Context: an optimization exercise on an open-source flow, tuned for small area, a short achievable clock period and few clock cycles per item. The choices shown serve that exercise and are no tape-out recipe. Where RTL was checked, it was by simulation tests only, not by an equivalence proof against the original. No activity file was given, so power comes from the tool's default toggle rates.

==> inputs of amber <==
==> flow/design.v (excerpt) <==
module lane_runner_solver
#(
  parameter int LANES = 4,
  parameter int COLS  = 64,
  parameter int LW    = $clog2(LANES)
) (
  input  wire logic             clk,
  input  wire logic             rst,
  input  wire logic             in_valid,
  input  wire logic [LW-1:0]    init,
  input  wire logic [2*LANES-1:0] in_map,
  output wire logic             out_valid,
  output wire logic [1:0]       out,
  output wire logic [LW-1:0]    lane_out,
  output wire logic             no_path
);
Settings: LEC_CHECK=0, CAP_MARGIN=20, CORE_MARGIN=2, CORE_UTILIZATION=40, CTS_CLUSTER_DIAMETER=100, CTS_CLUSTER_SIZE=25, SETUP_SLACK_MARGIN=3.4, SLEW_MARGIN=20; clock period 5.5 ns.
run.sh (not shown) runs the stock make flow with config.mk's settings and CLKGATE_MAP_FILE= SYNTH_SCRIPT=/design/flow/synth_recipe.tcl, a recipe that flattens the netlist after the stock synthesis.
==> inputs of umber, as changes to amber <==
--- a/flow/design.v
+++ b/flow/design.v
@@ -68,11 +68,17 @@
   localparam int PW = 2 * PL;
   logic          load_q;       
   logic          emit_q;       
   logic [CW-1:0] cnt_q;
   logic [LW-1:0] lane_q;       
+  logic          a_first_q;    
+  logic          a_step_q;     
+  logic          a_last_q;     
+  logic [LANES-1:0]            road_q;    
   logic [LANES-1:0]            low_q;     
+  logic [LANES-1:0]            stl_q;     
+  logic [LANES-1:0]            lowb_q;    
   logic [LANES-1:0]            reach_q;   
   logic [LANES-1:0][LANES-1:0] ord_q;     
   logic [LANES-1:0][2:0]       sel_q;     
   logic [LANES-1:0][PW-1:0]    path_q;
   logic [LANES-1:0]            esel_q;    
@@ -80,11 +86,11 @@
   logic [1:0]           out_q;
   logic [1:0]           nxt_q;     
   logic [LW-1:0]        lane_out_q;
   logic                 no_path_q;
   logic w_take0, w_take, w_last;
-  assign w_take0 = in_valid && !load_q && !emit_q;
+  assign w_take0 = in_valid && !load_q && !emit_q && !a_last_q;
   assign w_take  = in_valid && load_q;
   assign w_last  = w_take && (cnt_q == CW'(COLS - 1));
   logic [LANES-1:0] w_road, w_low, w_stl;
   for (genvar l = 0; l < LANES; l++) begin : g_dec
     assign w_road[l] = (in_map[2*l +: 2] == lane_runner_pkg::CELL_ROAD);
@@ -114,17 +120,17 @@
       end
     end
   end
   for (genvar d = 0; d < LANES; d++) begin : g_lane
     if (d > 0) begin : g_r
-      assign w_cand[d][0] = reach_q[d-1] && w_road[d];
+      assign w_cand[d][0] = reach_q[d-1] && road_q[d];
     end else begin : g_nr
       assign w_cand[d][0] = 1'b0;
     end
-    assign w_cand[d][1] = reach_q[d] && w_stl[d];
+    assign w_cand[d][1] = reach_q[d] && stl_q[d];
     if (d < LANES - 1) begin : g_l
-      assign w_cand[d][2] = reach_q[d+1] && w_road[d];
+      assign w_cand[d][2] = reach_q[d+1] && road_q[d];
     end else begin : g_nl
       assign w_cand[d][2] = 1'b0;
     end
     for (genvar k = 0; k < 3; k++) begin : g_k
       logic [2:0] w_beats;
@@ -160,20 +166,20 @@
         assign w_ord[d][d2] = 1'b0;
       end
     end
     logic w_rt, w_lt;
     if (d < LANES - 1) begin : g_rt
-      assign w_rt = w_road[d+1];
+      assign w_rt = road_q[d+1];
     end else begin : g_nrt
       assign w_rt = 1'b0;
     end
     if (d > 0) begin : g_lt
-      assign w_lt = w_road[d-1];
+      assign w_lt = road_q[d-1];
     end else begin : g_nlt
       assign w_lt = 1'b0;
     end
-    assign w_hc[d] = reach_q[d] && (w_stl[d] || w_rt || w_lt);
+    assign w_hc[d] = reach_q[d] && (stl_q[d] || w_rt || w_lt);
     logic [LANES-1:0] w_first_beats;
     for (genvar t = 0; t < LANES; t++) begin : g_best
       if (t != d) begin : g_cmp
         assign w_first_beats[t] = !w_hc[t] || w_bef[d][t];
       end else begin : g_self
@@ -183,27 +189,27 @@
     assign w_best[d] = w_hc[d] && (&w_first_beats);
   end
   for (genvar d = 0; d < LANES; d++) begin : g_end
     logic w_from_r, w_from_l;
     if (d > 0) begin : g_fr
-      assign w_from_r = w_best[d-1] && !w_stl[d-1] && w_road[d];
+      assign w_from_r = w_best[d-1] && !stl_q[d-1] && road_q[d];
     end else begin : g_nfr
       assign w_from_r = 1'b0;
     end
     if (d < LANES - 1) begin : g_fl
-      assign w_from_l = w_best[d+1] && !w_stl[d+1] && !g_lane[d+1].w_rt && w_road[d];
+      assign w_from_l = w_best[d+1] && !stl_q[d+1] && !g_lane[d+1].w_rt && road_q[d];
     end else begin : g_nfl
       assign w_from_l = 1'b0;
     end
-    assign w_end[d] = (w_best[d] && w_stl[d]) || w_from_r || w_from_l;
+    assign w_end[d] = (w_best[d] && stl_q[d]) || w_from_r || w_from_l;
   end
   for (genvar d = 0; d < LANES; d++) begin : g_path
     localparam int DL = (d > 0) ? d - 1 : d;
     localparam int DR = (d < LANES - 1) ? d + 1 : d;
     logic [PW-1:0] w_next;
-    assign w_next[1] = (sel_q[d][1] && low_q[d]) || sel_q[d][2];
-    assign w_next[0] = (sel_q[d][1] && low_q[d]) || sel_q[d][0];
+    assign w_next[1] = (sel_q[d][1] && lowb_q[d]) || sel_q[d][2];
+    assign w_next[0] = (sel_q[d][1] && lowb_q[d]) || sel_q[d][0];
     for (genvar p = 1; p < PL; p++) begin : g_pos
       for (genvar b = 0; b < 2; b++) begin : g_bit
         assign w_next[2*p+b] = !((sel_q[d][0] && path_q[DL][2*(p-1)+b]) ||
                                  (sel_q[d][1] && path_q[d][2*(p-1)+b]) ||
                                  (sel_q[d][2] && path_q[DR][2*(p-1)+b]));
@@ -248,56 +254,66 @@
   always_ff @(posedge clk) begin
     if (rst) begin
       load_q      <= 1'b0;
       emit_q      <= 1'b0;
       cnt_q       <= '0;
+      a_first_q   <= 1'b0;
+      a_step_q    <= 1'b0;
+      a_last_q    <= 1'b0;
       out_valid_q <= 1'b0;
       no_path_q   <= 1'b0;
     end else begin
       out_valid_q <= 1'b0;
       no_path_q   <= 1'b0;
+      a_first_q   <= w_take0;
+      a_step_q    <= w_take;
+      a_last_q    <= w_last;
       if (w_take0) begin
         load_q <= 1'b1;
         cnt_q  <= CW'(1);
       end else if (load_q) begin
         cnt_q <= cnt_q + CW'(1);
         if (!in_valid) begin
           load_q <= 1'b0;            
         end else if (w_last) begin
           load_q      <= 1'b0;
-          out_valid_q <= |w_hc;
-          no_path_q   <= !(|w_hc);
-          emit_q      <= |w_hc;
-          cnt_q       <= CW'(1);
         end
+      end else if (a_last_q) begin
+        out_valid_q <= |w_hc;
+        no_path_q   <= !(|w_hc);
+        emit_q      <= |w_hc;
+        cnt_q       <= CW'(1);
       end else if (emit_q) begin
         out_valid_q <= 1'b1;
         cnt_q       <= cnt_q + CW'(1);
         if (cnt_q == CW'(COLS - 2)) emit_q <= 1'b0;
       end
     end
   end
   always_ff @(posedge clk) begin
-    low_q <= w_low;
-    if (w_take0)               reach_q <= (LANES'(1) << init) & w_road;
-    else if (w_take && !w_last) reach_q <= w_reach;
-    else                       reach_q <= '0;
-    if (w_take0) ord_q <= '0;
-    else         ord_q <= w_ord;
+    road_q <= w_road;
+    low_q  <= w_low;
+    stl_q  <= w_stl;
+    lowb_q <= low_q;
+    if (a_first_q)                  reach_q <= (LANES'(1) << lane_q) & road_q;
+    else if (a_step_q && !a_last_q) reach_q <= w_reach;
+    else                            reach_q <= '0;
+    if (a_first_q) ord_q <= '0;
+    else           ord_q <= w_ord;
     sel_q <= w_sel;
-    if (w_last) begin
+    if (a_last_q) begin
       esel_q     <= w_end;
       out_q      <= w_first;
       nxt_q      <= w_second;
       lane_out_q <= w_lane1;
     end else begin
       out_q      <= nxt_q;
       nxt_q      <= w_emit_act;
       lane_out_q <= w_emit_lane;
     end
     if (w_take0)     lane_q <= init;
-    else if (w_last) lane_q <= w_lane1;
+    else if (a_last_q) lane_q <= w_lane1;
     else if (emit_q) lane_q <= w_emit_lane;
   end
   assign out_valid = out_valid_q;
   assign out       = out_q;
   assign lane_out  = lane_out_q;
- CORE_UTILIZATION: 40 -> 65
- PLACE_DENSITY: unset -> 0.75
- SETUP_SLACK_MARGIN: 3.4 -> 3.6
==> inputs of violet, as changes to amber <==
--- a/flow/design.v
+++ b/flow/design.v
@@ -68,11 +68,17 @@
   localparam int PW = 2 * PL;
   logic          load_q;       
   logic          emit_q;       
   logic [CW-1:0] cnt_q;
   logic [LW-1:0] lane_q;       
+  logic          a_first_q;    
+  logic          a_step_q;     
+  logic          a_last_q;     
+  logic [LANES-1:0]            road_q;    
   logic [LANES-1:0]            low_q;     
+  logic [LANES-1:0]            stl_q;     
+  logic [LANES-1:0]            lowb_q;    
   logic [LANES-1:0]            reach_q;   
   logic [LANES-1:0][LANES-1:0] ord_q;     
   logic [LANES-1:0][2:0]       sel_q;     
   logic [LANES-1:0][PW-1:0]    path_q;
   logic [LANES-1:0]            esel_q;    
@@ -80,11 +86,11 @@
   logic [1:0]           out_q;
   logic [1:0]           nxt_q;     
   logic [LW-1:0]        lane_out_q;
   logic                 no_path_q;
   logic w_take0, w_take, w_last;
-  assign w_take0 = in_valid && !load_q && !emit_q;
+  assign w_take0 = in_valid && !load_q && !emit_q && !a_last_q;
   assign w_take  = in_valid && load_q;
   assign w_last  = w_take && (cnt_q == CW'(COLS - 1));
   logic [LANES-1:0] w_road, w_low, w_stl;
   for (genvar l = 0; l < LANES; l++) begin : g_dec
     assign w_road[l] = (in_map[2*l +: 2] == lane_runner_pkg::CELL_ROAD);
@@ -98,11 +104,13 @@
   logic [LANES-1:0]            w_reach;
   logic [LANES-1:0][LANES-1:0] w_ord;
   logic [LANES-1:0]            w_hc;      
   logic [LANES-1:0]            w_best;    
   logic [LANES-1:0]            w_end;     
-  logic [LANES-1:0][1:0]       w_top;     
+  logic [LANES-1:0][1:0]       top_q;     
+  logic [LANES-1:0][1:0]       w_top_nx;  
+  logic [LANES-1:0][1:0]       w_nx_top;  
   logic [LANES-1:0][1:0]       w_top2;    
   logic [LANES-1:0][LW-1:0]    w_top_lane;
   for (genvar i = 0; i < LANES; i++) begin : g_bef_i
     for (genvar j = 0; j < LANES; j++) begin : g_bef_j
       if (i < j) begin : g_lt
@@ -114,17 +122,17 @@
       end
     end
   end
   for (genvar d = 0; d < LANES; d++) begin : g_lane
     if (d > 0) begin : g_r
-      assign w_cand[d][0] = reach_q[d-1] && w_road[d];
+      assign w_cand[d][0] = reach_q[d-1] && road_q[d];
     end else begin : g_nr
       assign w_cand[d][0] = 1'b0;
     end
-    assign w_cand[d][1] = reach_q[d] && w_stl[d];
+    assign w_cand[d][1] = reach_q[d] && stl_q[d];
     if (d < LANES - 1) begin : g_l
-      assign w_cand[d][2] = reach_q[d+1] && w_road[d];
+      assign w_cand[d][2] = reach_q[d+1] && road_q[d];
     end else begin : g_nl
       assign w_cand[d][2] = 1'b0;
     end
     for (genvar k = 0; k < 3; k++) begin : g_k
       logic [2:0] w_beats;
@@ -160,20 +168,20 @@
         assign w_ord[d][d2] = 1'b0;
       end
     end
     logic w_rt, w_lt;
     if (d < LANES - 1) begin : g_rt
-      assign w_rt = w_road[d+1];
+      assign w_rt = road_q[d+1];
     end else begin : g_nrt
       assign w_rt = 1'b0;
     end
     if (d > 0) begin : g_lt
-      assign w_lt = w_road[d-1];
+      assign w_lt = road_q[d-1];
     end else begin : g_nlt
       assign w_lt = 1'b0;
     end
-    assign w_hc[d] = reach_q[d] && (w_stl[d] || w_rt || w_lt);
+    assign w_hc[d] = reach_q[d] && (stl_q[d] || w_rt || w_lt);
     logic [LANES-1:0] w_first_beats;
     for (genvar t = 0; t < LANES; t++) begin : g_best
       if (t != d) begin : g_cmp
         assign w_first_beats[t] = !w_hc[t] || w_bef[d][t];
       end else begin : g_self
@@ -183,53 +191,57 @@
     assign w_best[d] = w_hc[d] && (&w_first_beats);
   end
   for (genvar d = 0; d < LANES; d++) begin : g_end
     logic w_from_r, w_from_l;
     if (d > 0) begin : g_fr
-      assign w_from_r = w_best[d-1] && !w_stl[d-1] && w_road[d];
+      assign w_from_r = w_best[d-1] && !stl_q[d-1] && road_q[d];
     end else begin : g_nfr
       assign w_from_r = 1'b0;
     end
     if (d < LANES - 1) begin : g_fl
-      assign w_from_l = w_best[d+1] && !w_stl[d+1] && !g_lane[d+1].w_rt && w_road[d];
+      assign w_from_l = w_best[d+1] && !stl_q[d+1] && !g_lane[d+1].w_rt && road_q[d];
     end else begin : g_nfl
       assign w_from_l = 1'b0;
     end
-    assign w_end[d] = (w_best[d] && w_stl[d]) || w_from_r || w_from_l;
+    assign w_end[d] = (w_best[d] && stl_q[d]) || w_from_r || w_from_l;
   end
   for (genvar d = 0; d < LANES; d++) begin : g_path
     localparam int DL = (d > 0) ? d - 1 : d;
     localparam int DR = (d < LANES - 1) ? d + 1 : d;
     logic [PW-1:0] w_next;
-    assign w_next[1] = (sel_q[d][1] && low_q[d]) || sel_q[d][2];
-    assign w_next[0] = (sel_q[d][1] && low_q[d]) || sel_q[d][0];
+    assign w_next[1] = (sel_q[d][1] && lowb_q[d]) || sel_q[d][2];
+    assign w_next[0] = (sel_q[d][1] && lowb_q[d]) || sel_q[d][0];
     for (genvar p = 1; p < PL; p++) begin : g_pos
       for (genvar b = 0; b < 2; b++) begin : g_bit
         assign w_next[2*p+b] = !((sel_q[d][0] && path_q[DL][2*(p-1)+b]) ||
                                  (sel_q[d][1] && path_q[d][2*(p-1)+b]) ||
                                  (sel_q[d][2] && path_q[DR][2*(p-1)+b]));
       end
     end
+    assign w_nx_top[d] = w_next[PW-1:PW-2];
     for (genvar b = 0; b < 2; b++) begin : g_top
-      assign w_top[d][b] = (sel_q[d][0] && path_q[DL][PW-2+b]) ||
-                           (sel_q[d][1] && path_q[d][PW-2+b]) ||
-                           (sel_q[d][2] && path_q[DR][PW-2+b]);
+      assign w_top_nx[d][b] = (w_sel[d][0] && w_nx_top[DL][b]) ||
+                              (w_sel[d][1] && w_nx_top[d][b]) ||
+                              (w_sel[d][2] && w_nx_top[DR][b]);
       assign w_top2[d][b] = !((sel_q[d][0] && path_q[DL][PW-4+b]) ||
                               (sel_q[d][1] && path_q[d][PW-4+b]) ||
                               (sel_q[d][2] && path_q[DR][PW-4+b]));
     end
-    assign w_top_lane[d] = (w_top[d] == lane_runner_pkg::ACT_RIGHT) ? lane_q + LW'(1) :
-                           (w_top[d] == lane_runner_pkg::ACT_LEFT)  ? lane_q - LW'(1) : lane_q;
-    always_ff @(posedge clk) path_q[d] <= w_next;
+    assign w_top_lane[d] = (top_q[d] == lane_runner_pkg::ACT_RIGHT) ? lane_q + LW'(1) :
+                           (top_q[d] == lane_runner_pkg::ACT_LEFT)  ? lane_q - LW'(1) : lane_q;
+    always_ff @(posedge clk) begin
+      path_q[d] <= w_next;
+      top_q[d]  <= w_top_nx[d];
+    end
   end
   logic [LANES-1:0][1:0]    w_emit_l, w_first_l, w_second_l;
   logic [LANES-1:0][LW-1:0] w_lane1_l;
   logic [1:0]    w_emit_act, w_first, w_second;
   logic [LW-1:0] w_emit_lane, w_lane1;
   for (genvar l = 0; l < LANES; l++) begin : g_emit
     assign w_emit_l[l]   = esel_q[l] ? w_top2[l] : 2'b00;
-    assign w_first_l[l]  = w_best[l] ? w_top[l] : 2'b00;
+    assign w_first_l[l]  = w_best[l] ? top_q[l] : 2'b00;
     assign w_second_l[l] = w_best[l] ? w_top2[l] : 2'b00;
     assign w_lane1_l[l]  = w_best[l] ? w_top_lane[l] : LW'(0);
   end
   always_comb begin
     w_emit_act = '0;
@@ -248,56 +260,67 @@
   always_ff @(posedge clk) begin
     if (rst) begin
       load_q      <= 1'b0;
       emit_q      <= 1'b0;
       cnt_q       <= '0;
+      a_first_q   <= 1'b0;
+      a_step_q    <= 1'b0;
+      a_last_q    <= 1'b0;
       out_valid_q <= 1'b0;
       no_path_q   <= 1'b0;
     end else begin
       out_valid_q <= 1'b0;
       no_path_q   <= 1'b0;
+      a_first_q   <= w_take0;
+      a_step_q    <= w_take;
+      a_last_q    <= w_last && (|w_reach);
       if (w_take0) begin
         load_q <= 1'b1;
         cnt_q  <= CW'(1);
       end else if (load_q) begin
         cnt_q <= cnt_q + CW'(1);
         if (!in_valid) begin
           load_q <= 1'b0;            
         end else if (w_last) begin
           load_q      <= 1'b0;
-          out_valid_q <= |w_hc;
-          no_path_q   <= !(|w_hc);
-          emit_q      <= |w_hc;
-          cnt_q       <= CW'(1);
+          no_path_q   <= !(|w_reach);
         end
+      end else if (a_last_q) begin
+        out_valid_q <= |w_hc;
+        no_path_q   <= !(|w_hc);
+        emit_q      <= |w_hc;
+        cnt_q       <= CW'(1);
       end else if (emit_q) begin
         out_valid_q <= 1'b1;
         cnt_q       <= cnt_q + CW'(1);
         if (cnt_q == CW'(COLS - 2)) emit_q <= 1'b0;
       end
     end
   end
   always_ff @(posedge clk) begin
-    low_q <= w_low;
-    if (w_take0)               reach_q <= (LANES'(1) << init) & w_road;
-    else if (w_take && !w_last) reach_q <= w_reach;
-    else                       reach_q <= '0;
-    if (w_take0) ord_q <= '0;
-    else         ord_q <= w_ord;
+    road_q <= w_road;
+    low_q  <= w_low;
+    stl_q  <= w_stl;
+    lowb_q <= low_q;
+    if (a_first_q)                  reach_q <= (LANES'(1) << lane_q) & road_q;
+    else if (a_step_q && !a_last_q) reach_q <= w_reach;
+    else                            reach_q <= '0;
+    if (a_first_q) ord_q <= '0;
+    else           ord_q <= w_ord;
     sel_q <= w_sel;
-    if (w_last) begin
+    if (a_last_q) begin
       esel_q     <= w_end;
       out_q      <= w_first;
       nxt_q      <= w_second;
       lane_out_q <= w_lane1;
     end else begin
       out_q      <= nxt_q;
       nxt_q      <= w_emit_act;
       lane_out_q <= w_emit_lane;
     end
     if (w_take0)     lane_q <= init;
-    else if (w_last) lane_q <= w_lane1;
+    else if (a_last_q) lane_q <= w_lane1;
     else if (emit_q) lane_q <= w_emit_lane;
   end
   assign out_valid = out_valid_q;
   assign out       = out_q;
   assign lane_out  = lane_out_q;
==> run notes <==
- The highest final cell count belongs to violet, the lowest to umber.
- The highest combinational power belongs to amber, the lowest to violet.
- Critical path depth, lowest first: violet, amber, umber.
- The highest synthesized cell count belongs to umber, the lowest to amber.
Testbench counts of umber, summed over its fixed seeds: cycles 130,638, maps 1,200.
Testbench counts of violet, summed over its fixed seeds: cycles 130,290, maps 1,200.
For amber, only the layout was checked, not whether the RTL still works.

-- afterwards: timing with drivers on the ports --
Ports are ideal in the flow. The routed layouts listed here were re-timed in OpenROAD.
Step 1: set_driving_cell puts a clkbuf_16 on clk and a buf_2 on each other input, an assumption about the parent block.
Step 2 moves the port delays by t, midway between the first and last clock arrival at a register: inputs arrive t later, outputs are due t later. That takes back most of the time a late clock gives input paths.
a / b / c = ideal / step 1 / step 2; a / b = the first two.
| run | t, ns | slack for setup (ns) | clock arrival spread, ns |
|---|---|---|---|
| amber | 0.612 | 3.323 / 3.318 / 2.736 | 0.042 / 0.042 |
| umber | 0.609 | 3.333 / 3.333 / 2.984 | 0.016 / 0.016 |
| violet | 0.613 | 3.374 / 3.326 / 3.067 | 0.016 / 0.017 |
After both steps setup and hold are still met in every run listed. For amber, which loses most, drivers alone change the setup slack by -0.005 ns; drivers and shift together by -0.587 ns.
